Background: an optimization exercise with open tools, aiming at small area and few clock cycles. Do not read the settings as production practice. Where RTL was checked, it was by simulation tests only, not by an equivalence proof against the original. The RTL of runs 1 and 2 was laid out without a check of its function. Power and IR drop assume default switching activity.

File: design/flow/run.sh
#!/bin/bash
# synth_recipe.tcl (not shown) runs the flow's synth.tcl, then flattens the netlist and writes it again
# the make line also repeats each setting of config.mk as NAME=value (left out here)
make -C /OpenROAD-flow-scripts/flow DESIGN_CONFIG=/design/flow/config.mk WORK_HOME=/design/flow/orfs CLKGATE_MAP_FILE= SYNTH_SCRIPT=/design/flow/synth_recipe.tcl finish
File: design/flow/config.mk
export PLATFORM = sky130hd
export DESIGN_NAME = cpu_top
export DESIGN_NICKNAME = cpu_top
export VERILOG_FILES = /design/flow/design.v
export SDC_FILE = /design/flow/constraint.sdc
export NUM_CORES = 4
export LEC_CHECK = 0
export CAP_MARGIN = 20
export CORE_MARGIN = 2
export CORE_UTILIZATION = 40
export CTS_BUF_LIST = sky130_fd_sc_hd__clkbuf_4 sky130_fd_sc_hd__clkbuf_8
export CTS_CLUSTER_SIZE = 20
export SLEW_MARGIN = 20
File: design/flow/constraint.sdc
create_clock -name core_clock -period 10.0 [get_ports {clk}]
set_input_delay 2.0000 -clock core_clock [delete_from_list [all_inputs] [get_ports {clk}]]
set_output_delay 2.0000 -clock core_clock [all_outputs]
set_load 0.01 [all_outputs]
File: design/flow/design.v
`default_nettype none
module cpu_top (
  input  logic        clk,
  input  logic        rst_n,
  output logic [15:0] inst_addr,
  input  logic [15:0] inst,
  output logic [15:0] dmem_addr,
  output logic [15:0] dmem_wdata,
  output logic        dmem_rd,
  output logic        dmem_wr,
  input  logic [15:0] dmem_rdata,
  output logic [15:0] pc,
  output logic        hlt
);
  logic [15:1]       pc_q;       
  logic [3:0]        ir_op;      
  logic [11:0]       ir_lo;
  logic [2:0]        flags_q;    
  logic              hlt_q;
  logic [15:1]       valid_q;    
  logic [15:1][15:0] regs;
  logic [3:0]  rd;
  logic [3:0]  rs;
  logic [3:0]  rt;
  logic [3:0]  rb;
  logic [15:0] a_val;
  logic [15:0] b_val;
  logic [15:1] sel_a;
  logic [15:1] sel_b;
  assign rd = ir_lo[11:8];
  assign rs = ir_lo[7:4];
  assign rt = ir_lo[3:0];
  assign rb = ir_op[3] ? rd : rt;
  always_comb begin
    for (int i = 1; i < 16; i++) begin
      sel_a[i] = valid_q[i] && (rs == 4'(i));
      sel_b[i] = valid_q[i] && (rb == 4'(i));
    end
    a_val = '0;
    b_val = '0;
    for (int i = 1; i < 16; i++) begin
      a_val = a_val | ({16{sel_a[i]}} & regs[i]);
      b_val = b_val | ({16{sel_b[i]}} & regs[i]);
    end
  end
  logic        is_sub;
  logic        is_mem;
  logic [15:0] add_x;
  logic [15:0] add_y;
  logic [15:0] sum;
  logic        ovf;
  logic [15:0] sat;
  assign is_sub = (ir_op == 4'b0001);
  assign is_mem = ir_op[3];
  assign add_x = is_mem ? {a_val[15:1], 1'b0} : a_val;
  assign add_y = is_mem ? {{11{rt[3]}}, rt, 1'b0} : (is_sub ? ~b_val : b_val);
  assign sum = add_x + add_y + {15'd0, is_sub};
  assign ovf = (add_x[15] == add_y[15]) && (sum[15] != add_x[15]);
  assign sat = ovf ? {a_val[15], {15{!a_val[15]}}} : sum;
  logic [3:0]  shamt;
  logic [3:0]  rot_amt;
  logic [15:0] rot;
  logic [15:0] shl_keep;
  logic [15:0] sra_keep;
  logic [15:0] shf;
  assign shamt = rt;
  assign rot_amt = (ir_op[1:0] == 2'b00) ? 4'(-shamt) : shamt;
  always_comb begin
    rot = a_val;
    if (rot_amt[0]) rot = {rot[0], rot[15:1]};
    if (rot_amt[1]) rot = {rot[1:0], rot[15:2]};
    if (rot_amt[2]) rot = {rot[3:0], rot[15:4]};
    if (rot_amt[3]) rot = {rot[7:0], rot[15:8]};
    for (int i = 0; i < 16; i++) begin
      shl_keep[i] = (i >= shamt);
      sra_keep[i] = (i + shamt < 16);
    end
  end
  always_comb begin
    case (ir_op[1:0])
      2'b00:   shf = rot & shl_keep;
      2'b01:   shf = (rot & sra_keep) | ({16{a_val[15]}} & ~sra_keep);
      default: shf = rot;
    endcase
  end
  logic [15:0] res;
  logic [15:0] wdata;
  logic        we;
  logic [2:0]  flags_d;
  always_comb begin
    case (ir_op)
      4'b0000, 4'b0001: res = sat;
      4'b0010:          res = a_val ^ b_val;
      4'b1010:          res = {b_val[15:8], ir_lo[7:0]};
      4'b1011:          res = {ir_lo[7:0], b_val[7:0]};
      4'b1110:          res = {pc_q, 1'b0};    
      default:          res = shf;
    endcase
  end
  assign wdata = (ir_op == 4'b1000) ? dmem_rdata : res;
  assign we = !ir_op[3] || ir_op == 4'b1000 || ir_op == 4'b1010 || ir_op == 4'b1011
              || ir_op == 4'b1110;
  always_comb begin
    flags_d = flags_q;
    if (!ir_op[3]) begin
      flags_d[2] = (res == '0);
      if (ir_op[2:1] == 2'b00) begin
        flags_d[1] = ovf;
        flags_d[0] = res[15];
      end
    end
  end
  function automatic logic cond_met(input logic [2:0] c, input logic [2:0] f);
    case (c)
      3'd0: cond_met = !f[2];
      3'd1: cond_met = f[2];
      3'd2: cond_met = !f[2] && !f[0];
      3'd3: cond_met = f[0];
      3'd4: cond_met = f[2] || !f[0];
      3'd5: cond_met = f[0] || f[2];
      3'd6: cond_met = f[1];
      default: cond_met = 1'b1;
    endcase
  endfunction
  logic br_taken;
  assign br_taken = (ir_op == 4'b1101) && cond_met(rd[3:1], flags_q);
  assign dmem_addr = sum;
  assign dmem_wdata = b_val;
  assign dmem_rd = (ir_op == 4'b1000);
  assign dmem_wr = (ir_op == 4'b1001);
  logic        f_b;
  logic        f_hlt;
  logic        f_jump;
  logic [8:0]  f_off;
  logic [15:1] pc_inc;
  logic [15:1] pc_tgt;
  logic [15:1] pc_d;
  assign f_b = (inst[15:12] == 4'b1100) && cond_met(inst[11:9], flags_d);
  assign f_hlt = (inst[15:12] == 4'b1111);
  assign f_off = f_hlt ? 9'h1ff : inst[8:0];
  assign f_jump = f_b || f_hlt;
  always_comb begin
    logic ci;
    logic ct;
    logic y;
    ci = 1'b1;
    ct = 1'b1;
    for (int i = 1; i < 16; i++) begin
      y = f_off[(i > 9) ? 8 : i - 1];
      pc_inc[i] = pc_q[i] ^ ci;
      ci = pc_q[i] & ci;
      pc_tgt[i] = pc_q[i] ^ y ^ ct;
      ct = (pc_q[i] & y) | (pc_q[i] & ct) | (y & ct);
    end
  end
  always_comb begin
    if (br_taken) pc_d = a_val[15:1];
    else if (f_jump) pc_d = pc_tgt;
    else pc_d = pc_inc;
  end
  assign inst_addr = {pc_q, 1'b0};
  assign pc = inst_addr;
  assign hlt = hlt_q;
  always_ff @(posedge clk or negedge rst_n) begin
    if (!rst_n) begin
      pc_q <= '0;
      ir_op <= 4'b1100;
      flags_q <= '0;
      hlt_q <= 1'b0;
      valid_q <= '0;
    end else begin
      pc_q <= pc_d;
      ir_op <= br_taken ? 4'b1100 : inst[15:12];
      flags_q <= flags_d;
      hlt_q <= hlt_q || (f_hlt && !br_taken);
      for (int i = 1; i < 16; i++) begin
        if (we && rd == 4'(i)) valid_q[i] <= 1'b1;
      end
    end
  end
  always_ff @(posedge clk) begin
    ir_lo <= inst[11:0];
  end
  for (genvar i = 1; i < 16; i++) begin : g_reg
    always_ff @(posedge clk) begin
      if (we && rd == 4'(i)) regs[i] <= wdata;
    end
  end
endmodule
`default_nettype wire
==> flow_summary_export.csv, run 1 <==
group,metric,value,unit
clock_tree,clock_latency,0.68,ns
sta,max_clock_freq,0.110,GHz
floorplan,core,45300,µm²
placed_design,io_buffers,98,
synthesis,synth-seq-cells,290,
global_route,grt_use_total,37.1,%
setup_path,cp_slowest_cell,"dfstp_2",
pwr,power,4.11,mW
clock_tree,cts_tree,"built",
synthesis,async_reset_ff_share,13.1,%
clock_tree,htreeDepth,2,
route,ant_nets,0,
route,vias_per_cell,7.12,
final_layout,finalNetCount,1960,
job,max_cap_violations,0,
placed_design,pre_cts_ws,0.966,ns
sta,tightest_slew,1.22,ns
route,via_count,18000,
sta,fin_tns_setup,0,ns
synthesis,yosysWarnings,1,
sta,setup_ws,0.940,ns
global_route,first_global_vias,16900,
clock_tree,post_cts.repair.setup_buffers,0,
clock_tree,root_buffer,"clkbuf_8",
pwr,p_leak,7.82,nW
clock_tree,clock_sinks,290,
final_layout,stdcell_count,2524,
synthesis,netlist_instances,1782,
sta,rsz0062_at_grt,"no",
clock_tree,cts_buffers,50,
placed_design,gp_routability_congestion,1.03,
final_layout,syn_to_final_growth,15.8,%
sta,fin_skew,0.0651,ns
global_route,grt_max_degree,39,
clock_tree,cts_resized,0,
setup_path,crit_chain,"buf_4, or3b_4, a221oi_2, buf_4, a22o_1, nor3_1, nand4_1, mux2_2, fa_1, fa_1, a211o_1, a21oi_1, o31ai_1, o41ai_1, o21bai_1, a21oi_1, xor2_1, inv_1, clkdlybuf4s50_1",
global_route,grt_overflow,0,
outcome,status,"timing/DRC/antenna clean",
setup_path,r2r_slack,1.58,ns
route,wl,90000,µm
floorplan,placementRows,78,
clock_tree,postCtsHoldBufs,0,
floorplan,die_h,218,µm
clock_tree,clkTransAtPathRegs,0.06,ns
setup_path,cp-end-kind,"output pin",
setup_path,arrival,7.06,ns
final_layout,layout_commonest_cell,"edfxtp_1",
synthesis,ys_seq_area_share,45.8,%
sta,final-setup-viol-count,0,
setup_path,path_max_fanout,36,
synthesis,synth.avg_cell_area,10.3,µm²
sta,worst_hold_slack,0.523,ns
final_layout,seq_area,8400,µm²
sta,maxSlewHeadroom,16.3,%
synthesis,synthFlopType,"edfxtp_1",
global_route,antenna_found_initial,6,
route,wl_per_cell,35.7,µm
sta,finalMaxSlewViolations,0,
final_layout,drive_gt1_share,14.7,%
floorplan,die_w,218,µm
pwr,powerDensity,193,nW/µm²
route,drt_iter0_markers,3287,
floorplan,dieArea,47600,µm²
sta,hold_viol_final,0,
placed_design,dpl.cell_count,2427,
route,drc,0,
final_layout,multi_input_area,9230,µm²
synthesis,synth_edf_count,240,
floorplan,io_pins,101,
sta,timing.final.crit_period,9.06,ns
synthesis,synthDistinctLibCells,116,
pwr,irDropWorstVdd,0.158,mV
clock_tree,clockBufferDepth,3,
global_route,grt_pass1_wl,126000,µm
synthesis,synth_area,18300,µm²
setup_path,cp-start-kind,"flop",
sta,finalCritPeriodShare,90.6,%
floorplan,initial_core_util,40.5,%
setup_path,max_stage_delay,0.78,ns
final_layout,fillers,4265,
placed_design,dp_hpwl,63600,µm
hold_path,hp-class,"flop to flop",
final_layout,final_cell_mix,"edfxtp_1 (240), nand2_1 (139), and3_1 (112)",
setup_path,worstPathRequired,8.00,ns
route,drtPass1Iterations,11,
setup_path,crit_type,"flop to output pin",
## worst max-delay path: cells and delay by family, from the launching register on
kind / cells / cell delay, ns
multiplexers: 1 / 0.39
adder cells (fa/ha/maj): 2 / 0.87
XOR/XNOR: 1 / 0.32
AND/OR/NAND/NOR: 3 / 0.76
flip-flops: 1 / 0.78
buffers and inverters: 4 / 1.42
AO/OA/AOI/OAI: 8 / 1.88
## cell usage after synthesis, types with 25 or more instances
library cell / instances / area, µm²
o21ai_0: 85 / 425
edfxtp_1: 240 / 7210
buf_4: 26 / 195
xnor2_1: 35 / 307
a221oi_1: 25 / 219
nor3_1: 48 / 240
nand4_1: 36 / 225
a22oi_1: 109 / 818
clkbuf_1: 80 / 300
nand3_1: 41 / 205
and3_1: 112 / 701
buf_2: 25 / 125
dfrtp_1: 36 / 901
nand2_1: 139 / 522
ha_1: 32 / 400
inv_1: 49 / 184
a222oi_1: 26 / 260
a21oi_1: 76 / 380
nor2_1: 110 / 413
## state kept, by name, summed over array words and instances (netlist names)
name     count
regs       240
hlt_q        1
ir_op        4
pc_q        15
flags_q      3
valid_q     15
ir_lo       12
## area by class of cell
type | count | share of cell area, %
Multi-Input combinational cell | 1303 | 43.4
Sequential cell | 290 | 39.5
Timing Repair Buffer | 184 | 7.63
Clock buffer | 60 | 3.59
Tap cell | 600 | 3.53
Clock inverter | 33 | 1.39
Inverter | 50 | 0.883
Antenna cell | 4 | 0.0471
## metrics by stage
step                      util, %  cell area [µm²]
after floorplan                 -            18400
after global placement       44.5            20200
after detailed placement     44.6            20200
after CTS                    46.9            21200
after global routing         46.9            21200
final                        46.9            21300
## layer usage
layer	track usage (%)	vias to the layer above	wire length, µm
li1	-	7259	-
met3	11.9	395	13100
met2	54.3	1663	37200
met5	0.625	-	13
met4	21.1	2	6090
met1	48.3	8659	33600
## cells by family (layout without fill, tap and decap cells)
group / Yosys count / in the layout / share of synthesized area [%]
XOR/XNOR: 45 / 45 / 2.15
flip-flops: 290 / 290 / 45.8
adder cells (fa/ha/maj): 47 / 47 / 3.82
buffers and inverters: 190 / 327 / 4.80
AND/OR/NAND/NOR: 629 / 629 / 18.8
other: 1 / 6 / 0.0204
AO/OA/AOI/OAI: 562 / 562 / 23.5
multiplexers: 18 / 18 / 1.17
## report_power, final
group | switching [mW] | total (mW) | internal, mW | leakage, nW
sequential | 0.143 | 1.58 | 1.44 | 2.71
clock | 0.529 | 1.17 | 0.641 | 0.551
combinational | 0.843 | 1.36 | 0.515 | 4.56
## final timing paths
check / start / end / depth (start not counted)
max: ir_op[3] / dmem_addr[14] / 19
min: flags_q[1] / flags_q[1] / 2
max reg2reg: ir_lo[6] / pc_q[15] / 20
min reg2reg: flags_q[1] / flags_q[1] / 2
max in group asynchronous: rst_n / valid_q[10] / 1
min in group asynchronous: rst_n / pc_q[5] / 1
==> run 2, diff against run 1 <==
--- a/design/flow/config.mk
+++ b/design/flow/config.mk
@@ -8,6 +8,6 @@
 export CAP_MARGIN = 20
 export CORE_MARGIN = 2
 export CORE_UTILIZATION = 40
-export CTS_BUF_LIST = sky130_fd_sc_hd__clkbuf_4 sky130_fd_sc_hd__clkbuf_8
-export CTS_CLUSTER_SIZE = 20
+export CTS_BUF_LIST = sky130_fd_sc_hd__clkbuf_8
+export CTS_CLUSTER_SIZE = 30
 export SLEW_MARGIN = 20
==> flow_summary_export.csv, run 2 <==
group,metric,value,unit
synthesis,synth_area,18300,µm²
global_route,grt_use_total,37.1,%
final_layout,fillers,4267,
pwr,power_switching_share,37.2,%
hold_path,hp-start,"valid_q[9]",
route,drt_iter0_markers,3320,
synthesis,synth.avg_cell_area,10.3,µm²
setup_path,r2r-start,"ir_lo[6]",
sta,hold_viol_final,0,
global_route,antenna_found_initial,5,
final_layout,drive_gt1_share,14.2,%
sta,finalMaxSlewViolations,0,
synthesis,yosysWarnings,1,
pwr,switching_power,1.52,mW
setup_path,arrival,7.10,ns
synthesis,synth-seq-cells,290,
hold_path,min_to,"valid_q[9]",
clock_tree,clock_sinks,290,
floorplan,die_h,218,µm
sta,maxSlewHeadroom,15.9,%
pwr,irDropWorstVdd,0.159,mV
synthesis,netlist.area_leader.share,39.3,%
setup_path,worstPathRequired,8.00,ns
synthesis,synth_edf_count,240,
final_layout,finalNetCount,1960,
floorplan,initial_core_util,40.5,%
clock_tree,root_buffer,"clkbuf_8",
setup_path,cp-start-kind,"flop",
setup_path,path_max_fanout,36,
clock_tree,post_cts.repair.setup_buffers,0,
final_layout,layout_commonest_cell,"edfxtp_1",
final_layout,multi_input_area,9230,µm²
floorplan,io_pins,101,
synthesis,synthDistinctLibCells,116,
synthesis,synth_most_common_cell,"edfxtp_1",
job,max_cap_violations,0,
synthesis,ys_seq_area_share,45.8,%
route,wl,90100,µm
pwr,p_int,2.56,mW
hold_path,hold_depth,1,
pwr,combPwrFrac,33.4,%
route,vias_per_cell,7.11,
sta,timing.final.crit_period,9.10,ns
setup_path,crit_type,"flop to output pin",
placed_design,gp_routability_congestion,1.03,
clock_tree,cts_resized,0,
final_layout,syn_to_final_growth,15.7,%
placed_design,io_buffers,98,
global_route,grt_overflow,0,
final_layout,utilization,46.9,%
sta,max_clock_freq,0.110,GHz
setup_path,cp-end-kind,"output pin",
sta,tightest_slew,1.23,ns
sta,fin_tns_setup,0,ns
synthesis,netlist_instances,1782,
clock_tree,cts_buffers,50,
clock_tree,postCtsHoldBufs,0,
floorplan,placementRows,78,
synthesis,synthFlopType,"edfxtp_1",
pwr,p_leak,7.83,nW
pwr,p_clk_share,27.8,%
clock_tree,clockBufferDepth,3,
synthesis,yosys-top-cells-area,"edfxtp_1 (39%), dfrtp_1 (4.9%), a22oi_1 (4.5%)",
clock_tree,cts_tree,"built",
sta,finalCritPeriodShare,91.0,%
global_route,first_global_vias,16900,
clock_tree,clock_latency,0.68,ns
route,drtPass1Iterations,7,
final_layout,reg.largest.list,"regs x240, pc_q x15, valid_q x15",
global_route,grt_pass1_wl,126000,µm
sta,rsz0062_at_grt,"no",
pwr,pwr-share-seq,38.8,%
clock_tree,htreeDepth,2,
route,wl_per_cell,35.7,µm
outcome,status,"timing/DRC/antenna clean",
route,ant_nets,0,
setup_path,reg2reg_to,"pc_q[15]",
global_route,grt_max_degree,39,
floorplan,core,45300,µm²
final_layout,max_flop_register,"regs",
setup_path,r2r_slack,1.71,ns
synthesis,synth.top_cells.by_count,"edfxtp_1 (240), nand2_1 (139), and3_1 (112)",
synthesis,synth.largest_area_cell,"edfxtp_1",
pwr,powerDensity,192,nW/µm²
final_layout,final_cell_mix,"edfxtp_1 (240), nand2_1 (139), and3_1 (112)",
sta,final-setup-viol-count,0,
synthesis,async_reset_ff_share,13.1,%
sta,fin_skew,0.0640,ns
hold_path,hp-class,"flop to flop",
floorplan,dieArea,47600,µm²
setup_path,r2r_cells,20,
final_layout,seq_area,8400,µm²
route,via_count,18000,
placed_design,dp_hpwl,63600,µm
final_layout,largest_reg_flops,240,
clock_tree,clkTransAtPathRegs,0.06,ns
floorplan,die_w,218,µm
route,drc,0,
==> run 2: cell counts after synthesis <==
Identical to the previous run, type by type.
==> run 2: routing by layer <==
| layer | GRT usage (%) | up-vias | part of all wire [%] |
|---|---|---|---|
| li1 | - | 7241 | - |
| met1 | 47.9 | 8720 | 37 |
| met2 | 54.3 | 1636 | 42 |
| met3 | 12.3 | 373 | 14 |
| met4 | 21.4 | 0 | 6.6 |
| met5 | 0.625 | - | 0 |
==> run 2: cell families (layout without fill, tap and decap cells) <==
family                   Yosys count  after routing  share of synthesized area (%)
AND/OR/NAND/NOR                  629            629                           18.8
XOR/XNOR                          45             45                           2.15
multiplexers                      18             18                           1.17
AO/OA/AOI/OAI                    562            562                           23.5
other                              1              8                         0.0204
adder cells (fa/ha/maj)           47             47                           3.82
flip-flops                       290            290                           45.8
buffers and inverters            190            327                           4.80
==> run 2: worst max-delay path by stage <==
stage / endpoint / startpoint / depth (start not counted) / slack, ns
finish: dmem_addr[14] / ir_op[3] / 19 / 0.90
global route: dmem_addr[14] / ir_op[3] / 19 / 0.67
detailed placement: pc_q[15] / inst[14] / 23 / 0.97
global placement: pc_q[15] / inst[15] / 23 / 1.02
CTS: dmem_addr[14] / ir_op[3] / 19 / 1.03
floorplan: pc_q[15] / inst[15] / 21 / 1.56
==> run 2: layout make-up <==
type	count	share of cell area (%)
Timing Repair Buffer	184	7.64
Inverter	50	0.884
Clock inverter	43	1.57
Clock buffer	50	3.24
Tap cell	600	3.54
Sequential cell	290	39.6
Antenna cell	6	0.0708
Multi-Input combinational cell	1303	43.5
==> run 2: power groups by stage <==
stage                     combinational, mW  sequential [mW]  clock [mW]
after floorplan                       0.742             1.53           0
after global placement                 1.31             1.60           0
after detailed placement               1.31             1.60           0
after CTS                              1.32             1.57        1.14
after global routing                   1.43             1.58        1.19
final                                  1.36             1.58        1.13
==> run 2: critical path: stages (launching register included) <==
cell and delay [ns]:
dfstp_2 0.78, buf_4 0.47, or3b_4 0.47, a221oi_2 0.25
buf_4 0.37, a22o_1 0.21, nor3_1 0.05, nand4_1 0.25
mux2_2 0.39, fa_1 0.42, fa_1 0.45, a211o_1 0.32
a21oi_1 0.25, o31ai_1 0.13, o41ai_1 0.42, o21bai_1 0.11
a21oi_1 0.19, xor2_1 0.33, inv_1 0.09, clkdlybuf4s50_1 0.49
==> run 2: stage by stage <==
step / setup slack [ns] / instance area (µm²) / hold WS, ns / total power [mW] / cells
2_1_floorplan: 1.56 / 18400 / 0.463 / 2.27 / 1783
3_3_place_gp: 1.02 / 20200 / 0.470 / 2.90 / 2426
3_5_place_dp: 0.966 / 20200 / 0.515 / 2.91 / 2427
4_1_cts: 1.03 / 21200 / 0.534 / 4.04 / 2520
5_1_grt: 0.675 / 21200 / 0.532 / 4.21 / 2520
6_report: 0.903 / 21200 / 0.528 / 4.07 / 2526
==> run 3, diff against run 2 <==
--- a/design/flow/design.v
+++ b/design/flow/design.v
@@ -130,33 +130,14 @@
   assign dmem_wr = (ir_op == 4'b1001);
   logic        f_b;
   logic        f_hlt;
-  logic        f_jump;
-  logic [8:0]  f_off;
-  logic [15:1] pc_inc;
-  logic [15:1] pc_tgt;
   logic [15:1] pc_d;
   assign f_b = (inst[15:12] == 4'b1100) && cond_met(inst[11:9], flags_d);
   assign f_hlt = (inst[15:12] == 4'b1111);
-  assign f_off = f_hlt ? 9'h1ff : inst[8:0];
-  assign f_jump = f_b || f_hlt;
-  always_comb begin
-    logic ci;
-    logic ct;
-    logic y;
-    ci = 1'b1;
-    ct = 1'b1;
-    for (int i = 1; i < 16; i++) begin
-      y = f_off[(i > 9) ? 8 : i - 1];
-      pc_inc[i] = pc_q[i] ^ ci;
-      ci = pc_q[i] & ci;
-      pc_tgt[i] = pc_q[i] ^ y ^ ct;
-      ct = (pc_q[i] & y) | (pc_q[i] & ct) | (y & ct);
-    end
-  end
   always_comb begin
     if (br_taken) pc_d = a_val[15:1];
-    else if (f_jump) pc_d = pc_tgt;
-    else pc_d = pc_inc;
+    else if (f_b) pc_d = pc_q + {{6{inst[8]}}, inst[8:0]} + 15'd1;
+    else if (f_hlt) pc_d = pc_q;
+    else pc_d = pc_q + 15'd1;
   end
   assign inst_addr = {pc_q, 1'b0};
   assign pc = inst_addr;
--- a/design/flow/config.mk
+++ b/design/flow/config.mk
@@ -8,6 +8,4 @@
 export CAP_MARGIN = 20
 export CORE_MARGIN = 2
 export CORE_UTILIZATION = 40
-export CTS_BUF_LIST = sky130_fd_sc_hd__clkbuf_8
-export CTS_CLUSTER_SIZE = 30
 export SLEW_MARGIN = 20
==> flow_summary_export.csv, run 3 <==
group,metric,value,unit
outcome,status,"timing/DRC/antenna clean",
synthesis,synth.largest_area_cell,"edfxtp_1",
synthesis,ys_seq_area_share,44.6,%
placed_design,dp_hpwl,65900,µm
final_layout,max_flop_register,"regs",
final_layout,layout_commonest_cell,"edfxtp_1",
clock_tree,htreeDepth,2,
clock_tree,cts_resized,0,
global_route,antenna_found_initial,2,
global_route,grtUsageMet3,8.41,%
global_route,grt.busiest_layer,"met2",
setup_path,crit_chain,"or3b_1, o22ai_2, and2_1, a22oi_1, nand3_1, a211oi_1, inv_1, o22ai_1, a21oi_1, ha_1, a21oi_1, o22ai_1, o211ai_1, a32oi_1, inv_1, nor2_1, nor2_1, xor2_1, clkdlybuf4s50_1",
synthesis,yosysWarnings,1,
synthesis,synth_edf_count,240,
final_layout,finalNetCount,2055,
sta,max_clock_freq,0.112,GHz
route,wl_per_cell,35.4,µm
route,drt_iter0_markers,2980,
route,wl,92800,µm
sta,tightest_slew,1.29,ns
clock_tree,clockBufferDepth,3,
sta,finalMaxSlewViolations,0,
clock_tree,root_buffer,"clkbuf_16",
synthesis,synth.top_cells.by_count,"edfxtp_1 (240), nand2_1 (153), nor2_1 (150)",
pwr,powerDensity,202,nW/µm²
sta,finalCritPeriodShare,89.2,%
synthesis,synth_most_common_cell,"edfxtp_1",
floorplan,core,46500,µm²
setup_path,max_stage_delay,0.86,ns
synthesis,netlist.area_leader.share,38.3,%
setup_path,r2r_cells,24,
floorplan,die_h,221,µm
setup_path,cp-end-kind,"output pin",
setup_path,worstPathRequired,8.00,ns
final_layout,largest_reg_flops,240,
sta,timing.final.crit_period,8.92,ns
synthesis,synthDistinctLibCells,111,
placed_design,io_buffers,98,
clock_tree,clock_sinks,290,
sta,fin_tns_setup,0,ns
synthesis,synth-seq-cells,290,
final_layout,syn_to_final_growth,14.7,%
global_route,use_met1,46.5,%
setup_path,crit_type,"flop to output pin",
final_layout,final_cell_mix,"edfxtp_1 (240), nand2_1 (153), nor2_1 (135)",
route,drtPass1Iterations,7,
job,max_cap_violations,0,
hold_path,hold_depth,1,
setup_path,arrival,6.92,ns
final_layout,fillers,4355,
sta,hold_viol_final,0,
clock_tree,postCtsHoldBufs,0,
synthesis,synth.avg_cell_area,9.81,µm²
sta,final-setup-viol-count,0,
synthesis,async_reset_ff_share,13.1,%
synthesis,synth_area,18800,µm²
global_route,first_global_vias,17400,
pwr,p_leak,7.84,nW
final_layout,drive_gt1_share,12.0,%
setup_path,reg2reg_to,"pc_q[13]",
setup_path,r2r-start,"ir_op[3]",
route,drc,0,
sta,worst_hold_slack,0.475,ns
hold_path,min_to,"hlt_q",
hold_path,hp-class,"flop to flop",
floorplan,dieArea,48800,µm²
sta,rsz0062_at_grt,"no",
synthesis,yosys-top-cells-area,"edfxtp_1 (38%), dfrtp_1 (4.8%), a22oi_1 (3.9%)",
synthesis,synthFlopType,"edfxtp_1",
setup_path,path_max_fanout,28,
floorplan,initial_core_util,40.5,%
clock_tree,cts_tree,"built",
placed_design,gp_routability_congestion,1.01,
global_route,grt_use_total,36.5,%
sta,maxSlewHeadroom,13.6,%
floorplan,placementRows,79,
setup_path,cp_slowest_cell,"dfstp_2",
clock_tree,post_cts.repair.setup_buffers,0,
setup_path,cp-start-kind,"flop",
floorplan,io_pins,101,
clock_tree,clkTransAtPathRegs,0.06,ns
route,ant_nets,0,
clock_tree,cts_buffers,35,
route,vias_per_cell,7.09,
global_route,met2_usage,55.9,%
hold_path,hp-start,"hlt_q",
clock_tree,clock_latency,0.56,ns
setup_path,r2r_slack,1.90,ns
route,via_count,18600,
floorplan,die_w,221,µm
global_route,grt_overflow,0,
final_layout,reg.largest.list,"regs x240, pc_q x15, valid_q x15",
pwr,irDropWorstVdd,0.120,mV
synthesis,netlist_instances,1919,
global_route,grt_pass1_wl,129000,µm
global_route,grt_max_degree,49,
sta,fin_skew,0.0258,ns
run 3: cell count changes after synthesis, moves of 14 or more:
cell / change
nand3_1: +41
nand3b_1: +15
nor2_1: +40
nand2_1: +14
a21oi_1: +21
mux2i_1: +16
and3_1: -40
o22ai_1: +14
run 3: worst max path at each step:
stage          startpoint  slack [ns]            end  cells after the start
2_1_floorplan    ir_op[3]        3.70  dmem_addr[14]                     21
3_3_place_gp     ir_lo[4]        2.06  dmem_addr[14]                     18
3_5_place_dp     ir_op[3]        1.92  dmem_addr[15]                     19
4_1_cts          ir_op[3]        1.34  dmem_addr[15]                     19
5_1_grt          ir_op[3]        0.96  dmem_addr[15]                     19
6_report         ir_op[3]        1.08  dmem_addr[15]                     19
run 3: per-stage QoR:
stage / worst slack, ns / util, % / cell area [µm²] / power [mW] / std cells
floorplan: 3.70 / - / 18800 / 2.44 / 1920
global placement: 2.06 / 44.1 / 20500 / 3.11 / 2554
detailed placement: 1.92 / 44.1 / 20500 / 3.12 / 2556
CTS: 1.34 / 46.4 / 21600 / 4.31 / 2617
global route: 0.961 / 46.5 / 21600 / 4.50 / 2617
finish: 1.08 / 46.5 / 21600 / 4.36 / 2618
run 3: cells by family (layout without fill, tap and decap cells):
kind of cell / Yosys count / count (layout) / synth area share (%)
DFF: 290 / 290 / 44.6
adders and majority gates: 35 / 35 / 2.45
xor gates and xnor gates: 51 / 51 / 2.37
and+or+nand+nor: 724 / 724 / 20.7
AOI/OAI and AO/OA: 586 / 586 / 22.9
muxes: 32 / 32 / 1.77
other: 1 / 3 / 0.0199
buffers and inverters: 200 / 290 / 5.13
run 3: metal layers:
layer  share of wire [%]  up-vias
met5                   0        -
met4                 7.9        0
met3                  11      423
met2                  43     1545
met1                  37     9003
li1                    -     7590
run 3: final cells by class:
type	instances	area, µm²	area share [%]
clock inverters	18	109	0.504
flip-flops and latches	290	8400	38.9
well taps	607	759	3.52
diodes	1	2.50	0.0116
repair buffers	175	1560	7.23
inverters	54	203	0.939
clock buffers	43	958	4.44
multi-input cells	1430	9590	44.4
run 3: report_power, final:
part           total (mW)  internal [mW]  switching, mW
combinational        1.54          0.603          0.937
sequential           1.61           1.44          0.170
clock                1.20          0.686          0.518
total                4.36           2.73           1.63
run 3: worst max-delay path: cells and delay by family (launching register included):
family	cells	cell delay, ns
compound gates	9	2.53
simple gates	5	1.55
buf+inv	3	0.89
flops	1	0.86
fa+ha+maj	1	0.35
xor+xnor	1	0.17
Testbench counts of run 3, summed over its fixed seeds: cycles 27,393.
==> run 4, diff against run 3 <==
--- a/design/flow/design.v
+++ b/design/flow/design.v
@@ -54,7 +54,30 @@
   assign is_mem = ir_op[3];
   assign add_x = is_mem ? {a_val[15:1], 1'b0} : a_val;
   assign add_y = is_mem ? {{11{rt[3]}}, rt, 1'b0} : (is_sub ? ~b_val : b_val);
-  assign sum = add_x + add_y + {15'd0, is_sub};
+  logic [15:0] add_p;
+  logic [15:0] add_g;
+  logic [15:0] grp_g;
+  logic [15:0] grp_p;
+  always_comb begin
+    add_p = add_x ^ add_y;
+    add_g = add_x & add_y;
+    add_g[0] = add_g[0] | (add_p[0] & is_sub);
+    grp_g = add_g;
+    grp_p = add_p;
+    for (int d = 1; d < 16; d = d * 2) begin
+      for (int i = 2 * d - 1; i < 16; i = i + 2 * d) begin
+        grp_g[i] = grp_g[i] | (grp_p[i] & grp_g[i - d]);
+        grp_p[i] = grp_p[i] & grp_p[i - d];
+      end
+    end
+    for (int d = 4; d >= 1; d = d / 2) begin
+      for (int i = 3 * d - 1; i < 16; i = i + 2 * d) begin
+        grp_g[i] = grp_g[i] | (grp_p[i] & grp_g[i - d]);
+        grp_p[i] = grp_p[i] & grp_p[i - d];
+      end
+    end
+  end
+  assign sum = add_p ^ {grp_g[14:0], is_sub};
   assign ovf = (add_x[15] == add_y[15]) && (sum[15] != add_x[15]);
   assign sat = ovf ? {a_val[15], {15{!a_val[15]}}} : sum;
   logic [3:0]  shamt;
@@ -90,7 +113,7 @@
   always_comb begin
     case (ir_op)
       4'b0000, 4'b0001: res = sat;
-      4'b0010:          res = a_val ^ b_val;
+      4'b0010:          res = add_p;
       4'b1010:          res = {b_val[15:8], ir_lo[7:0]};
       4'b1011:          res = {ir_lo[7:0], b_val[7:0]};
       4'b1110:          res = {pc_q, 1'b0};    
@@ -130,14 +153,33 @@
   assign dmem_wr = (ir_op == 4'b1001);
   logic        f_b;
   logic        f_hlt;
+  logic        f_jump;
+  logic [8:0]  f_off;
+  logic [15:1] pc_inc;
+  logic [15:1] pc_tgt;
   logic [15:1] pc_d;
   assign f_b = (inst[15:12] == 4'b1100) && cond_met(inst[11:9], flags_d);
   assign f_hlt = (inst[15:12] == 4'b1111);
+  assign f_off = f_hlt ? 9'h1ff : inst[8:0];
+  assign f_jump = f_b || f_hlt;
+  always_comb begin
+    logic ci;
+    logic ct;
+    logic y;
+    ci = 1'b1;
+    ct = 1'b1;
+    for (int i = 1; i < 16; i++) begin
+      y = f_off[(i > 9) ? 8 : i - 1];
+      pc_inc[i] = pc_q[i] ^ ci;
+      ci = pc_q[i] & ci;
+      pc_tgt[i] = pc_q[i] ^ y ^ ct;
+      ct = (pc_q[i] & y) | (pc_q[i] & ct) | (y & ct);
+    end
+  end
   always_comb begin
     if (br_taken) pc_d = a_val[15:1];
-    else if (f_b) pc_d = pc_q + {{6{inst[8]}}, inst[8:0]} + 15'd1;
-    else if (f_hlt) pc_d = pc_q;
-    else pc_d = pc_q + 15'd1;
+    else if (f_jump) pc_d = pc_tgt;
+    else pc_d = pc_inc;
   end
   assign inst_addr = {pc_q, 1'b0};
   assign pc = inst_addr;
==> flow_summary_export.csv, run 4 <==
group,metric,value,unit
route,ant_nets,0,
synthesis,synthFlopType,"edfxtp_1",
synthesis,synth_mux_area_share,1.20,%
placed_design,pre_cts_ws,0.913,ns
floorplan,die_h,214,µm
pwr,powerDensity,203,nW/µm²
setup_path,path_max_fanout,15,
clock_tree,cts_buffers,34,
setup_path,worstPathRequired,8.00,ns
clock_tree,cts_tree,"built",
synthesis,async_reset_ff_share,13.1,%
synthesis,yosysWarnings,1,
synthesis,synth_area,17700,µm²
global_route,grt_pass1_wl,129000,µm
pwr,p_leak,7.80,nW
synthesis,yosys.area_share.xor_xnor,0.744,%
route,vias_per_cell,7.18,
global_route,grt_max_degree,39,
synthesis,synth-seq-cells,290,
setup_path,cp_slowest_cell,"dfxtp_1",
setup_path,arrival,7.66,ns
synthesis,synthAdderAreaFrac,4.94,%
final_layout,syn_to_final_growth,19.0,%
final_layout,drive_gt1_share,13.9,%
route,drc,0,
final_layout,layout_commonest_cell,"edfxtp_1",
job,max_cap_violations,0,
route,drtPass1Iterations,11,
placed_design,io_buffers,98,
synthesis,synthDistinctLibCells,97,
sta,final-setup-viol-count,0,
sta,max_clock_freq,0.104,GHz
final_layout,finalNetCount,1940,
synthesis,synth.top_cells.by_count,"edfxtp_1 (240), nand2_1 (126), a22oi_1 (120)",
floorplan,die_w,214,µm
sta,maxSlewHeadroom,24.4,%
route,via_count,17700,
route,drt_iter0_markers,3329,
placed_design,dp_hpwl,66900,µm
clock_tree,clockBufferDepth,3,
outcome,status,"timing/DRC/antenna clean",
global_route,first_global_vias,16700,
synthesis,synth.avg_cell_area,10.2,µm²
floorplan,initial_core_util,40.7,%
sta,fin_skew,0.0360,ns
clock_tree,clock_sinks,290,
final_layout,stdcell_count,2462,
pwr,power,4.27,mW
sta,fin_tns_setup,0,ns
clock_tree,clock_latency,0.58,ns
final_layout,reg.largest.list,"regs x240, pc_q x15, valid_q x15",
synthesis,synth_top_family_by_area,"compound AO/OA/AOI/OAI gates",
clock_tree,clkTransAtPathRegs,0.05,ns
synthesis,ys_seq_area_share,47.6,%
sta,tightest_slew,1.13,ns
sta,hold_viol_final,0,
floorplan,dieArea,45900,µm²
setup_path,max_stage_delay,0.63,ns
sta,setup_ws,0.344,ns
final_layout,final_cell_mix,"edfxtp_1 (240), nand2_1 (126), a22oi_1 (120)",
global_route,grt_overflow,0,
synthesis,synth_edf_count,240,
final_layout,fillers,4090,
final_layout,max_flop_register,"regs",
final_layout,n_antenna_cell,0,
final_layout,largest_reg_flops,240,
synthesis,synth_most_common_cell,"edfxtp_1",
floorplan,placementRows,76,
synthesis,synth-compound-area-share,23.2,%
global_route,grt_use_total,39.6,%
sta,finalCritPeriodShare,96.6,%
final_layout,design_area,21000,µm²
setup_path,cp-end-kind,"output pin",
clock_tree,root_buffer,"clkbuf_16",
route,wl_per_cell,37.9,µm
global_route,antenna_found_initial,4,
placed_design,gp_routability_congestion,1.06,
setup_path,crit_type,"flop to output pin",
placed_design,place_area,19800,µm²
sta,finalMaxSlewViolations,0,
sta,timing.final.crit_period,9.66,ns
floorplan,core,43400,µm²
synthesis,netlist_instances,1724,
setup_path,cp-start-kind,"flop",
synthesis,synth.largest_area_cell,"edfxtp_1",
setup_path,worst_path_most_repeated_cell,"a21oi_1",
placed_design,dpl.cell_count,2397,
floorplan,io_pins,101,
pwr,irDropWorstVdd,0.164,mV
sta,worst_hold_slack,0.479,ns
sta,rsz0062_at_grt,"no",
clock_tree,htreeDepth,2,
hold_path,hp-class,"flop to flop",
final_layout,utilization,48.5,%
synthesis,netlist.area_leader.share,40.8,%
synthesis,synth-simple-area-share,17.3,%
clock_tree,postCtsHoldBufs,0,
route,wl,93200,µm
synthesis,yosys-top-cells-area,"edfxtp_1 (41%), a22oi_1 (5.1%), dfrtp_1 (5.1%)",
run 4: cell count changes after synthesis, sizes merged, moves of 21 or more:
cell / before / now
o22ai: 35 / 9
inv: 54 / 79
nor2: 151 / 106
a21oi: 97 / 69
mux2i: 25 / 4
buf: 78 / 41
nand2: 154 / 128
nor3: 50 / 29
run 4: layout make-up:
| cell class | count | area [µm²] | share of cell area, % |
|---|---|---|---|
| Clock buffer | 36 | 868 | 4.13 |
| Clock inverter | 26 | 259 | 1.23 |
| Inverter | 81 | 304 | 1.45 |
| Multi-Input combinational cell | 1226 | 8570 | 40.8 |
| Sequential cell | 290 | 8400 | 40.0 |
| Tap cell | 585 | 732 | 3.48 |
| Timing Repair Buffer | 218 | 1880 | 8.96 |
run 4: cell families (layout without fill, tap and decap cells):
group / count (synthesis) / count (layout)
muxes: 17 / 17
and+or+nand+nor: 577 / 577
DFF: 290 / 290
xor gates and xnor gates: 15 / 15
other: 1 / 2
buffers and inverters: 209 / 361
adders and majority gates: 57 / 57
AOI/OAI and AO/OA: 558 / 558
run 4: layer usage:
metal / global-route usage (%) / wire [µm]
met4: 27.7 / 8110
met2: 59.2 / 39700
met1: 48.7 / 32800
met3: 12.3 / 12700
met5: 0 / 14
run 4: where the power goes:
group          leakage, nW  total [mW]  internal, mW  switching (mW)
sequential            2.71        1.58          1.44           0.136
combinational         4.55        1.42         0.535           0.886
clock                0.547        1.27         0.719           0.550
run 4: worst paths after layout:
kind / cells after the start / start / slack [ns] / endpoint
min in group asynchronous: 1 / rst_n / 1.60 / pc_q[7]
hold / removal: 1 / hlt_q / 0.48 / hlt_q
setup reg to reg: 35 / ir_lo[5] / 0.93 / pc_q[5]
max in group asynchronous: 1 / rst_n / 7.81 / valid_q[8]
hold reg to reg: 1 / hlt_q / 0.48 / hlt_q
setup / recovery: 29 / ir_lo[5] / 0.34 / dmem_addr[15]
run 4: timing repair:
item	CTS	global route
setup endpoints to repair	0	1
setup buffers	0	3
resized for setup	0	9
run 4: critical path: cells and delay by family (launching register included):
family                     cells  cell delay (ns)
AOI/OAI and AO/OA             13             1.86
buffers and inverters          5             1.16
adders and majority gates      3             1.24
xor gates and xnor gates       1             0.20
and+or+nand+nor                7             2.00
DFF                            1             0.63
Testbench counts of run 4, summed over its fixed seeds: cycles 27,393.
==> run 5, diff against run 4 <==
==> design/flow/flow/run.sh (new file) <==
#!/bin/bash
# Standard ORFS layout with smaller port buffers and a leaner clock tree.
set -euo pipefail
bash standard.sh \
  BUFFER_PORTS_ARGS="-buffer_cell sky130_fd_sc_hd__buf_1" \
  CTS_ARGS="-sink_clustering_enable -repair_clock_nets -dont_use_dummy_load -buf_list sky130_fd_sc_hd__clkbuf_8 -sink_clustering_size 16 -sink_clustering_max_diameter 60" \
  finish > make_finish.log 2>&1
==> design/flow/standard.sh (new file) <==
#!/bin/bash
# synth_recipe.tcl (not shown) runs the flow's synth.tcl, then flattens the netlist and writes it again
# the make line also repeats each setting of config.mk as NAME=value (left out here)
make -C /OpenROAD-flow-scripts/flow DESIGN_CONFIG=/design/flow/config.mk WORK_HOME=/design/flow/orfs CLKGATE_MAP_FILE= SYNTH_SCRIPT=/design/flow/synth_recipe.tcl "${@:-finish}"
--- a/design/flow/config.mk
+++ b/design/flow/config.mk
@@ -7,5 +7,5 @@
 export LEC_CHECK = 0
 export CAP_MARGIN = 20
 export CORE_MARGIN = 2
-export CORE_UTILIZATION = 40
+export CORE_UTILIZATION = 55
 export SLEW_MARGIN = 20
removed: design/flow/run.sh
==> flow_summary_export.csv, run 5 <==
group,metric,value,unit
outcome,status,"timing/DRC/antenna clean",
clock_tree,clock_latency,0.67,ns
placed_design,io_buffers,98,
setup_path,crit_type,"flop to output pin",
setup_path,cp-start-kind,"flop",
setup_path,arrival,7.56,ns
floorplan,die_h,183,µm
final_layout,layout_commonest_cell,"edfxtp_1",
global_route,grt_overflow,0,
clock_tree,clkTransAtPathRegs,0.08,ns
synthesis,yosys.area_share.xor_xnor,0.744,%
final_layout,design_area,19200,µm²
route,drt_iter0_markers,3602,
global_route,first_global_vias,16300,
final_layout,final_cell_mix,"edfxtp_1 (240), nand2_1 (126), a22oi_1 (120)",
placed_design,dp_hpwl,58500,µm
synthesis,synth.largest_area_cell,"edfxtp_1",
synthesis,synth_mux_area_share,1.20,%
pwr,powerDensity,178,nW/µm²
synthesis,synth_top_family_by_area,"compound AO/OA/AOI/OAI gates",
synthesis,synthAdderAreaFrac,4.94,%
synthesis,ys_seq_area_share,47.6,%
setup_path,path_max_fanout,19,
clock_tree,htreeDepth,1,
sta,maxSlewHeadroom,14.5,%
synthesis,async_reset_ff_share,13.1,%
sta,fin_tns_setup,0,ns
sta,tightest_slew,1.27,ns
floorplan,placementRows,65,
final_layout,drive_gt1_share,11.0,%
final_layout,largest_reg_flops,240,
sta,hold_viol_final,0,
route,ant_nets,0,
sta,timing.final.crit_period,9.56,ns
setup_path,r2r_slack,0.95,ns
clock_tree,post_cts.repair.setup_buffers,0,
global_route,grt_pass1_wl,116000,µm
floorplan,die_w,183,µm
setup_path,crit_family,"compound AO/OA/AOI/OAI gates",
floorplan,core,31600,µm²
synthesis,synth_area,17700,µm²
route,vias_per_cell,7.99,
setup_path,worst_path_most_repeated_cell,"a21oi_1",
final_layout,fillers,2663,
route,wl,83400,µm
synthesis,synthFlopType,"edfxtp_1",
setup_path,cp_slowest_cell,"dfxtp_1",
final_layout,max_flop_register,"regs",
setup_path,max_stage_delay,0.90,ns
pwr,irDropWorstVdd,0.135,mV
route,drc,0,
pwr,p_leak,7.04,nW
sta,fin_skew,0.136,ns
global_route,antenna_found_initial,0,
setup_path,worstPathRequired,8.00,ns
synthesis,synth-simple-area-share,17.3,%
route,drtPass1Iterations,10,
sta,finalMaxSlewViolations,0,
clock_tree,clockBufferDepth,3,
synthesis,yosysWarnings,1,
floorplan,dieArea,33600,µm²
clock_tree,clock_sinks,290,
clock_tree,cts_tree,"built",
floorplan,io_pins,101,
placed_design,gp_routability_congestion,1.10,
global_route,grt_max_degree,39,
clock_tree,root_buffer,"clkbuf_8",
sta,finalCritPeriodShare,95.6,%
hold_path,hp-class,"flop to flop",
synthesis,synth.top_cells.by_count,"edfxtp_1 (240), nand2_1 (126), a22oi_1 (120)",
route,via_count,17700,
setup_path,cp-end-kind,"output pin",
synthesis,synth-compound-area-share,23.2,%
synthesis,netlist.area_leader.share,40.8,%
synthesis,synth.avg_cell_area,10.2,µm²
sta,rsz0062_at_grt,"no",
synthesis,synthDistinctLibCells,97,
route,wl_per_cell,37.6,µm
job,max_cap_violations,0,
synthesis,yosys-top-cells-area,"edfxtp_1 (41%), a22oi_1 (5.1%), dfrtp_1 (5.1%)",
final_layout,utilization,60.8,%
synthesis,synth-seq-cells,290,
clock_tree,cts_buffers,28,
final_layout,syn_to_final_growth,8.53,%
synthesis,synth_most_common_cell,"edfxtp_1",
final_layout,finalNetCount,1903,
synthesis,netlist_instances,1724,
setup_path,path_buf_inv,6,
global_route,grt_use_total,48.8,%
sta,max_clock_freq,0.105,GHz
final_layout,reg.largest.list,"regs x240, pc_q x15, valid_q x15",
sta,final-setup-viol-count,0,
floorplan,initial_core_util,56.0,%
synthesis,synth_edf_count,240,
placed_design,place_area,18800,µm²
-- run 5: cell counts after synthesis --
No cell type changed its count.
-- run 5: kinds of logic (layout without fill, tap and decap cells) --
logic type | count (synthesis) | count (layout)
compound gates | 558 | 558
simple gates | 577 | 577
xor+xnor | 15 | 15
mux | 17 | 17
buf+inv | 209 | 296
fa+ha+maj | 57 | 57
other cells | 1 | 3
flops | 290 | 290
-- run 5: power by group --
| part | internal (mW) | total [mW] | switching, mW |
|---|---|---|---|
| clock | 0.248 | 0.639 | 0.391 |
| combinational | 0.378 | 1.20 | 0.827 |
| sequential | 1.44 | 1.58 | 0.135 |
| total | 2.07 | 3.42 | 1.35 |
-- run 5: metrics by stage --
step                      power (mW)  setup slack (ns)  cells  hold WS, ns
after floorplan                 2.24              1.48   1725        0.493
after global placement          2.72              1.22   2186        0.439
after detailed placement        2.73             0.980   2186        0.444
after CTS                       3.34             0.350   2214        0.467
after global routing            3.51            0.0622   2214        0.496
final                           3.42             0.440   2215        0.462
-- run 5: routing by layer --
metal	global-route usage, %	vias to the layer above	wire [µm]
met2	71.6	1871	34200
met5	2.07	-	96
met4	32.4	2	7470
met3	16.8	539	13300
li1	-	6938	-
met1	61.2	8344	28300
-- run 5: final cells by class --
class	instances	area (µm²)	area share, %
well taps	402	503	2.62
inverters	81	304	1.59
repair buffers	187	1040	5.41
diodes	1	2.50	0.0131
flip-flops and latches	290	8400	43.8
multi-input cells	1226	8540	44.5
clock buffers	28	385	2.01
-- run 5: final timing paths --
kind                           from  cells after the start       endpoint
min in group asynchronous     rst_n                      1          hlt_q
max in group asynchronous     rst_n                      1        pc_q[2]
setup reg to reg           ir_op[3]                     36        pc_q[2]
hold reg to reg               hlt_q                      1          hlt_q
hold / removal                hlt_q                      1          hlt_q
setup / recovery           ir_lo[7]                     30  dmem_addr[15]
-- run 5: timing repair --
| action | CTS | global route |
|---|---|---|
| hold buffers | 0 | 0 |
| resized for setup | 0 | 2 |
| setup endpoints to repair | 0 | 1 |
| hold endpoints to repair | 0 | 0 |
==> run 6, diff against run 5 <==
==> design/flow/flow/run.sh (replaced) <==
#!/bin/bash
# Standard ORFS layout with smaller port buffers and a leaner clock tree.
set -euo pipefail
bash standard.sh \
  BUFFER_PORTS_ARGS="-buffer_cell sky130_fd_sc_hd__buf_1" \
  CTS_ARGS="-sink_clustering_enable -repair_clock_nets -dont_use_dummy_load -buf_list sky130_fd_sc_hd__clkbuf_16 -sink_clustering_size 25 -sink_clustering_max_diameter 80" \
  finish > make_finish.log 2>&1
==> flow_summary_export.csv, run 6 <==
group,metric,value,unit
route,vias_per_cell,8.07,
floorplan,io_pins,101,
route,drtPass1Iterations,8,
sta,tightest_slew,1.13,ns
clock_tree,htreeDepth,1,
pwr,pwr-share-seq,44.5,%
synthesis,synth.largest_area_cell,"edfxtp_1",
clock_tree,cts_buffers,20,
setup_path,max_stage_delay,0.93,ns
clock_tree,cts_tree,"built",
synthesis,netlist.area_leader.share,40.8,%
pwr,power_switching_share,38.7,%
synthesis,synth_edf_count,240,
setup_path,worst_path_most_repeated_cell,"a21oi_1",
final_layout,layout_commonest_cell,"edfxtp_1",
final_layout,reg.largest.list,"regs x240, pc_q x15, valid_q x15",
synthesis,synthDistinctLibCells,97,
clock_tree,clock_sinks,290,
setup_path,cp_slowest_cell,"a221oi_2",
sta,max_clock_freq,0.104,GHz
synthesis,synth_most_common_cell,"edfxtp_1",
final_layout,stdcell_count,2207,
global_route,grt_use_total,49.0,%
floorplan,dieArea,33600,µm²
route,ant_nets,0,
placed_design,io_buffers,98,
final_layout,finalNetCount,1895,
synthesis,synth.top_cells.by_count,"edfxtp_1 (240), nand2_1 (126), a22oi_1 (120)",
pwr,p_clk_share,21.5,%
clock_tree,clockBufferDepth,3,
placed_design,dpl.cell_count,2186,
placed_design,gp_routability_congestion,1.10,
pwr,combPwrFrac,34.0,%
pwr,p_int,2.17,mW
setup_path,cp-start-kind,"flop",
synthesis,synthFlopType,"edfxtp_1",
hold_path,hp-class,"flop to flop",
floorplan,placementRows,65,
final_layout,max_flop_register,"regs",
clock_tree,post_cts.repair.setup_buffers,0,
sta,finalCritPeriodShare,96.1,%
clock_tree,clkTransAtPathRegs,0.10,ns
synthesis,ys_seq_area_share,47.6,%
sta,rsz0062_at_grt,"no",
synthesis,netlist_instances,1724,
synthesis,yosysWarnings,1,
synthesis,yosys-top-cells-area,"edfxtp_1 (41%), a22oi_1 (5.1%), dfrtp_1 (5.1%)",
route,wl_per_cell,38.1,µm
outcome,status,"timing/DRC/antenna clean",
synthesis,synth_area,17700,µm²
synthesis,async_reset_ff_share,13.1,%
pwr,irDropWorstVdd,0.168,mV
clock_tree,clock_latency,0.56,ns
route,via_count,17800,
final_layout,largest_reg_flops,240,
synthesis,synth-seq-cells,290,
route,drc,0,
placed_design,dp_hpwl,58500,µm
sta,fin_tns_setup,0,ns
global_route,grt_overflow,0,
final_layout,final_cell_mix,"edfxtp_1 (240), nand2_1 (126), a22oi_1 (120)",
floorplan,core,31600,µm²
setup_path,worstPathRequired,8.00,ns
route,drt_iter0_markers,3719,
sta,hold_viol_final,0,
setup_path,arrival,7.61,ns
sta,fin_skew,0.0810,ns
global_route,antenna_found_initial,1,
clock_tree,root_buffer,"clkbuf_16",
floorplan,die_w,183,µm
floorplan,die_h,183,µm
sta,finalMaxSlewViolations,0,
final_layout,drive_gt1_share,10.6,%
sta,timing.final.crit_period,9.61,ns
setup_path,cp-end-kind,"output pin",
floorplan,initial_core_util,56.0,%
global_route,first_global_vias,16300,
setup_path,path_max_fanout,29,
global_route,grt_max_degree,39,
pwr,powerDensity,184,nW/µm²
pwr,p_leak,7.08,nW
global_route,grt_pass1_wl,117000,µm
synthesis,synth.avg_cell_area,10.2,µm²
final_layout,syn_to_final_growth,9.16,%
route,wl,84000,µm
sta,maxSlewHeadroom,24.8,%
sta,final-setup-viol-count,0,
pwr,switching_power,1.37,mW
setup_path,crit_type,"flop to output pin",
job,max_cap_violations,0,
run 6: cell counts after synthesis:
Identical to the previous run, type by type.
run 6: path summary, 6_finish.rpt:
kind | from | end | slack, ns | cells after the start
worst max-delay path | ir_op[3] | dmem_addr[15] | 0.39 | 30
worst min-delay path | hlt_q | hlt_q | 0.46 | 1
worst max register to register | ir_op[3] | pc_q[2] | 0.76 | 36
worst min register to register | hlt_q | hlt_q | 0.46 | 1
max in group asynchronous | rst_n | pc_q[2] | 7.79 | 1
min in group asynchronous | rst_n | flags_q[2] | 1.58 | 1
run 6: logic make-up (layout without fill, tap and decap cells):
family          count (synthesis)  in the layout  share of synthesized area, %
mux                            17             17                          1.20
buf+inv                       209            288                          5.00
simple gates                  577            577                          17.3
fa+ha+maj                      57             57                          4.94
flops                         290            290                          47.6
xor+xnor                       15             15                         0.744
compound gates                558            558                          23.2
other cells                     1              3                        0.0212
run 6: area by class of cell:
class / count / area, µm²
Multi-Input combinational cell: 1226 / 8540
Fill cell: 2632 / 12300
Timing Repair Buffer: 187 / 1040
Antenna cell: 1 / 2.50
Clock buffer: 20 / 500
Inverter: 81 / 304
Tap cell: 402 / 503
Sequential cell: 290 / 8400
run 6: stage by stage:
| step | util (%) | total power [mW] | cell area [µm²] | setup slack, ns | hold WS [ns] |
|---|---|---|---|---|---|
| 2_1_floorplan | - | 2.24 | 17700 | 1.48 | 0.493 |
| 3_3_place_gp | 59.5 | 2.72 | 18800 | 1.22 | 0.439 |
| 3_5_place_dp | 59.5 | 2.73 | 18800 | 0.980 | 0.444 |
| 4_1_cts | 61.1 | 3.46 | 19300 | 0.444 | 0.465 |
| 5_1_grt | 61.1 | 3.63 | 19300 | 0.00203 | 0.494 |
| 6_report | 61.1 | 3.54 | 19300 | 0.390 | 0.465 |
run 6: repair_timing:
action	4_1_cts	5_1_grt
resized for setup	0	1
setup endpoints to repair	0	1
hold buffers	0	0
run 6: power by group through the flow:
stage / logic, mW / registers [mW] / clock network, mW
5_1_grt: 1.26 / 1.57 / 0.787
2_1_floorplan: 0.708 / 1.54 / 0
4_1_cts: 1.14 / 1.56 / 0.747
6_report: 1.21 / 1.58 / 0.761
3_3_place_gp: 1.13 / 1.59 / 0
3_5_place_dp: 1.14 / 1.59 / 0
run 6: worst max-delay path, delay by kind of cell, from the launching register on:
family / cells / cell delay, ns
xor+xnor: 2 / 0.40
buf+inv: 5 / 0.80
flops: 1 / 0.85
compound gates: 15 / 3.34
fa+ha+maj: 2 / 0.53
simple gates: 6 / 1.10
run 6: routing by layer:
layer	part of all wire, %	vias up	track usage [%]
met3	16	555	16.6
met4	9.0	4	32.9
li1	-	6911	-
met2	41	2006	71.6
met1	34	8334	61.7
met5	0.15	-	2.52
==> run 7, diff against run 6 <==
--- a/design/flow/design.v
+++ b/design/flow/design.v
@@ -110,17 +110,24 @@
   logic [15:0] wdata;
   logic        we;
   logic [2:0]  flags_d;
-  always_comb begin
-    case (ir_op)
-      4'b0000, 4'b0001: res = sat;
-      4'b0010:          res = add_p;
-      4'b1010:          res = {b_val[15:8], ir_lo[7:0]};
-      4'b1011:          res = {ir_lo[7:0], b_val[7:0]};
-      4'b1110:          res = {pc_q, 1'b0};    
-      default:          res = shf;
-    endcase
-  end
-  assign wdata = (ir_op == 4'b1000) ? dmem_rdata : res;
+  logic op_as;
+  logic op_x;
+  logic op_sh;
+  logic op_llb;
+  logic op_lhb;
+  logic op_pcs;
+  logic op_lw;
+  assign op_as = (ir_op[3:1] == 3'b000);
+  assign op_x = (ir_op == 4'b0010);
+  assign op_sh = !ir_op[3] && ir_op[2];
+  assign op_llb = (ir_op == 4'b1010);
+  assign op_lhb = (ir_op == 4'b1011);
+  assign op_pcs = (ir_op == 4'b1110);
+  assign op_lw = (ir_op == 4'b1000);
+  assign res = ({16{op_as}} & sat) | ({16{op_x}} & add_p) | ({16{op_sh}} & shf);
+  assign wdata = res | ({16{op_lw}} & dmem_rdata) | ({16{op_pcs}} & {pc_q, 1'b0})
+                 | ({16{op_llb}} & {b_val[15:8], ir_lo[7:0]})
+                 | ({16{op_lhb}} & {ir_lo[7:0], b_val[7:0]});
   assign we = !ir_op[3] || ir_op == 4'b1000 || ir_op == 4'b1010 || ir_op == 4'b1011
               || ir_op == 4'b1110;
   always_comb begin
==> flow_summary_export.csv, run 7 <==
group,metric,value,unit
outcome,status,"timing/DRC/antenna clean",
sta,worst_hold_slack,0.482,ns
route,via_count,16200,
floorplan,dieArea,32900,µm²
synthesis,yosysWarnings,1,
sta,finalMaxSlewViolations,0,
global_route,grt_overflow,0,
route,wl,73800,µm
synthesis,synth-seq-cells,290,
placed_design,dpl.cell_count,2109,
sta,rsz0062_at_grt,"no",
global_route,antenna_found_initial,1,
route,drtPass1Iterations,9,
clock_tree,cts_buffers,18,
setup_path,worst_path_most_repeated_cell,"a21oi_1",
global_route,grt_use_total,44.1,%
synthesis,synth.largest_area_cell,"edfxtp_1",
synthesis,yosys-top-cells-area,"edfxtp_1 (42%), a22oi_1 (5.3%), dfrtp_1 (5.2%)",
sta,timing.final.crit_period,9.41,ns
final_layout,n_antenna_cell,0,
synthesis,ys_seq_area_share,48.6,%
sta,maxSlewHeadroom,29.2,%
final_layout,final_cell_mix,"edfxtp_1 (240), a22oi_1 (122), nor2_1 (111)",
pwr,p_leak,7.00,nW
placed_design,gp_routability_congestion,1.01,
floorplan,initial_core_util,56.2,%
setup_path,cp-end-kind,"output pin",
clock_tree,htreeDepth,1,
clock_tree,clock_latency,0.55,ns
route,drt_iter0_markers,3621,
setup_path,crit_type,"flop to output pin",
job,max_cap_violations,0,
placed_design,place_area,18300,µm²
pwr,powerDensity,180,nW/µm²
final_layout,layout_commonest_cell,"edfxtp_1",
final_layout,finalNetCount,1824,
setup_path,cp_slowest_cell,"dfxtp_1",
floorplan,core,30700,µm²
final_layout,largest_reg_flops,240,
final_layout,drive_gt1_share,11.6,%
clock_tree,clockBufferDepth,3,
setup_path,path_max_fanout,24,
synthesis,netlist.area_leader.share,41.7,%
final_layout,stdcell_count,2130,
final_layout,design_area,18800,µm²
setup_path,cp-start-kind,"flop",
synthesis,synthFlopType,"edfxtp_1",
sta,max_clock_freq,0.106,GHz
sta,hold_viol_final,0,
final_layout,max_flop_register,"regs",
route,vias_per_cell,7.61,
setup_path,worstPathRequired,8.00,ns
clock_tree,cts_resized,0,
setup_path,arrival,7.41,ns
global_route,grt_pass1_wl,105000,µm
pwr,irDropWorstVdd,0.195,mV
placed_design,dp_hpwl,51300,µm
clock_tree,clkTransAtPathRegs,0.08,ns
synthesis,synth_area,17300,µm²
clock_tree,root_buffer,"clkbuf_16",
clock_tree,post_cts.repair.setup_buffers,0,
sta,final-setup-viol-count,0,
clock_tree,clock_sinks,290,
route,wl_per_cell,34.7,µm
placed_design,io_buffers,98,
final_layout,syn_to_final_growth,8.75,%
global_route,grt_max_degree,39,
sta,fin_skew,0.103,ns
floorplan,io_pins,101,
floorplan,die_w,181,µm
route,drc,0,
synthesis,synth.top_cells.by_count,"edfxtp_1 (240), a22oi_1 (122), nor2_1 (120)",
sta,tightest_slew,1.06,ns
clock_tree,cts_tree,"built",
route,ant_nets,0,
synthesis,netlist_instances,1657,
synthesis,synthDistinctLibCells,100,
synthesis,async_reset_ff_share,13.1,%
floorplan,die_h,181,µm
sta,finalCritPeriodShare,94.1,%
synthesis,synth.avg_cell_area,10.4,µm²
sta,fin_tns_setup,0,ns
synthesis,synth_edf_count,240,
synthesis,synth_most_common_cell,"edfxtp_1",
clock_tree,postCtsHoldBufs,0,
setup_path,max_stage_delay,1.03,ns
global_route,first_global_vias,15100,
final_layout,reg.largest.list,"regs x240, pc_q x15, valid_q x15",
hold_path,hp-class,"flop to flop",
setup_path,path_buf_inv,3,
floorplan,placementRows,64,
setup_path,crit_family,"simple AND/OR/NAND/NOR gates",
[run 7: cell types whose count changed after synthesis, moves of 15 or more]
cell	previous run	this run
nor3_1	27	48
nand2_1	126	98
o211ai_1	7	30
nor2_1	105	120
or2_2	5	25
o21ai_0	79	44
[run 7: final timing paths]
check                           cells after the start  slack, ns       endpoint     start
worst max-delay path                               26       0.59  dmem_addr[15]  ir_lo[6]
worst min-delay path                                1       0.48          hlt_q     hlt_q
worst max register to register                     38       0.79        pc_q[6]  ir_lo[0]
worst min register to register                      1       0.48          hlt_q     hlt_q
max in group asynchronous                           1       7.76     flags_q[0]     rst_n
min in group asynchronous                           1       1.62          hlt_q     rst_n
[run 7: per-layer routing]
| layer | GRT usage (%) | share of wire (%) | vias up | routed length, µm |
|---|---|---|---|---|
| li1 | - | - | 6524 | - |
| met1 | 57.6 | 35 | 7694 | 26100 |
| met2 | 64.9 | 42 | 1592 | 31000 |
| met3 | 12.6 | 15 | 402 | 10700 |
| met4 | 28.0 | 8.0 | 0 | 5920 |
| met5 | 0 | 0 | - | 0 |
[run 7: cell families after synthesis]
family / synth area share (%)
AOI/OAI and AO/OA: 20.1
buffers and inverters: 5.49
muxes: 1.34
adders and majority gates: 4.92
and+or+nand+nor: 18.1
DFF: 48.6
xor gates and xnor gates: 1.42
other: 0.0217
[run 7: report_power, final]
part | switching (mW) | total (mW) | internal [mW]
clock network | 0.380 | 0.700 | 0.320
logic | 0.758 | 1.13 | 0.368
registers | 0.118 | 1.56 | 1.45
[run 7: per-stage QoR]
stage / power [mW] / worst slack, ns / util (%)
after global routing: 3.50 / 0.361 / 61.1
after detailed placement: 2.66 / 1.03 / 59.6
after floorplan: 2.22 / 1.51 / -
final: 3.39 / 0.589 / 61.1
after global placement: 2.65 / 1.14 / 59.6
after CTS: 3.34 / 0.800 / 61.1
[run 7: cell type report]
cell class | count | area [µm²]
timing repair buffer | 195 | 1100
sequential | 290 | 8400
multi-input combinational | 1151 | 8060
clock buffer | 18 | 450
tap | 396 | 495
fill | 2669 | 12000
inverter | 80 | 300
Testbench counts of run 7, summed over its fixed seeds: cycles 27,393.

## separate check: timing with driven ports
The results above use ideal ports. As a check the final layouts listed here were re-extracted and re-timed, cells and wires unchanged.
Step 1: set_driving_cell puts a clkbuf_16 on clk and a buf_2 on each other input, an assumption about the parent block.
Step 2 also shifts input and output timing later by t, the mid clock arrival at the registers, as if the neighbouring blocks saw the same clock.
a / b / c = ideal ports / drivers / drivers and shift; a / b = the first two.
run	t, ns	slack for setup (ns)	latest minus earliest clock arrival (ns)
run 1	0.696	0.940 / 0.889 / 0.870	0.065 / 0.065
run 2	0.696	0.903 / 0.853 / 0.853	0.064 / 0.064
run 3	0.596	1.076 / 1.023 / 1.619	0.026 / 0.026
run 4	0.615	0.344 / 0.287 / 0.902	0.036 / 0.036
run 5	0.655	0.440 / 0.387 / 0.950	0.136 / 0.136
run 6	0.581	0.390 / 0.332 / 0.757	0.081 / 0.081
run 7	0.556	0.589 / 0.533 / 0.787	0.103 / 0.103
After both steps setup and hold are still met in every run listed. For run 1, which loses most, drivers alone change the setup slack by -0.051 ns; drivers and shift together by -0.070 ns.
